Context: an optimization exercise on an open-source flow, tuned for small area. The choices shown serve that exercise and are no tape-out recipe.
Only simulation tests tie the RTL to the original design; equivalence was not proved. No driver is modelled on the clock port, so clocking that relies on it looks cheaper here than on a real chip.

==> flow/design.v (excerpt) <==
module decode_stage (
    input  logic      clk,
    input  logic      rst_n,
    input  logic      inst_valid,
    input  isa_pkg::inst_t     inst,
    input  logic      wb_we,
    input  pipe_pkg::reg_addr_t wb_addr,
    input  pipe_pkg::word_t     wb_data,
    input  logic      fwd_ex_wreg,
    input  pipe_pkg::reg_addr_t fwd_ex_dest_addr,
    input  pipe_pkg::word_t     fwd_ex_dest_data,
    input  logic      fwd_mem_wreg,
    input  pipe_pkg::reg_addr_t fwd_mem_dest_addr,
    input  pipe_pkg::word_t     fwd_mem_dest_data,
    output logic      ex_valid,
    output logic      ex_illegal,
    output pipe_pkg::aluop_t    ex_aluop,
    output pipe_pkg::alusel_t   ex_alusel,
    output pipe_pkg::word_t     ex_src1,
    output pipe_pkg::word_t     ex_src2,
    output pipe_pkg::reg_addr_t ex_dest_addr,
    output logic      ex_wreg
);
    logic            dec_is_shift;
    logic            dec_is_imm;
    logic            dec_illegal;
    logic [6:0]      dec_aluop;
    pipe_pkg::word_t dec_imm;
    pipe_pkg::word_t sel_src1;
    pipe_pkg::word_t sel_src2;
    logic [32*32-1:0] rf_regs;
    logic [32-1:0]             rf_valid;
    inst_decoder inst_decoder_i (
        .inst     (inst),
        .is_shift (dec_is_shift),
        .is_imm   (dec_is_imm),
        .illegal  (dec_illegal),
        .aluop    (dec_aluop),
        .imm      (dec_imm)
    );
    reg_file reg_file_i (
        .clk       (clk),
        .rst_n     (rst_n),
        .we        (wb_we),
        .waddr     (wb_addr),
        .wdata     (wb_data),
        .regs_flat (rf_regs),
        .valid     (rf_valid)
    );
    operand_select #(.CONST_ADDR_ZERO(1'b1)) operand_select1_i (
        .use_const     (dec_is_shift),
        .const_val     ({27'b0, inst[10:6]}),
        .addr          (inst[25:21]),
        .ex_wreg       (fwd_ex_wreg),
        .ex_dest_addr  (fwd_ex_dest_addr),
        .ex_dest_data  (fwd_ex_dest_data),
        .mem_wreg      (fwd_mem_wreg),
  ...
Settings: LEC_CHECK=0, CAP_MARGIN=15, CORE_MARGIN=2, CORE_UTILIZATION=70, GPL_TIMING_DRIVEN=0, SETUP_SLACK_MARGIN=0.1, SLEW_MARGIN=15; clock period 5.0 ns.
run.sh (not shown) runs the stock make flow with config.mk's settings and CLKGATE_MAP_FILE= SYNTH_SCRIPT=/design/flow/synth_recipe.tcl, a recipe that flattens the netlist after the stock synthesis.
The starting point aborted during global routing (5_1_grt).
Next try:
==> flow/flow/run.sh (new file) <==
#!/bin/bash
# Own layout flow: the standard ORFS flow, with these changes:
#  - synthesis maps the logic with its own ABC script (flow/abc.script:
#    &nf mapping without restructuring, then ABC's buffering and
#    sizing) instead of ORFS's speed script; flip-flop mapping and
#    everything before and after it are unchanged;
#  - CTS clusters more sinks per buffer and adds no dummy loads;
#  - port buffers use buf_1.
# Each step's full output goes to a log file of its own here.
set -euo pipefail
work=$(pwd)
rm -rf "$work/scripts"
cp -r "$FLOW_HOME/scripts" "$work/scripts"
cp "$work/flow/abc.script" "$work/scripts/abc_speed.script"
export SCRIPTS_DIR="$work/scripts"
export CTS_ARGS="-sink_clustering_enable -repair_clock_nets -dont_use_dummy_load -sink_clustering_size 30 -sink_clustering_max_diameter 100"
export BUFFER_PORTS_ARGS="-buffer_cell sky130_fd_sc_hd__buf_1"
for step in ${LOCAL_TARGETS:-synth floorplan place cts route finish}; do
  bash standard.sh "$step" > "$work/flow_$step.log" 2>&1
done
==> flow/flow/abc.script (new file) <==
strash
&get -n
&nf -R 0 -p
&put
topo
stime -c
upsize -c
dnsize -c
==> flow/standard.sh (new file) <==
#!/bin/bash
# synth_recipe.tcl (not shown) runs the flow's synth.tcl, then flattens the netlist and writes it again
# the make line also repeats each setting of config.mk as NAME=value (left out here)
make -C /OpenROAD-flow-scripts/flow DESIGN_CONFIG=/design/flow/config.mk WORK_HOME=/design/flow/orfs CLKGATE_MAP_FILE= SYNTH_SCRIPT=/design/flow/synth_recipe.tcl "${@:-finish}"
removed: flow/run.sh
Outcome: This time the run produced a clean layout; synthesized area is lower by 8.8%; synthesized cell count went down by 30%.

-- afterwards: timing with drivers on the ports --
The flow's constraints put no driver on any port. The routed layout listed below was extracted and timed again, unchanged, in two steps. Step 1: set_driving_cell puts a clkbuf_16 on clk and a buf_2 on each other input, an assumption about the parent block. Step 2 times the ports against the registers' clock, not the clock port: input delays grow and output delays shrink by t, the midpoint of the rising clock arrivals with the driver on. Slacks: no drivers / after step 1 / after step 2; pairs: no drivers / after step 1.
run: the second run
t, ns: 0.692
slack for setup (ns): 0.350 / 0.391 / -0.301
hold slack, ns: 0.399 / 0.356 / 0.504
worst data-port slew with drivers (ns): 0.09
Met with ideal ports but missed after step 2: setup timing in the second run. For the second run, drivers alone change the setup slack by +0.041 ns; drivers and shift together by -0.651 ns.
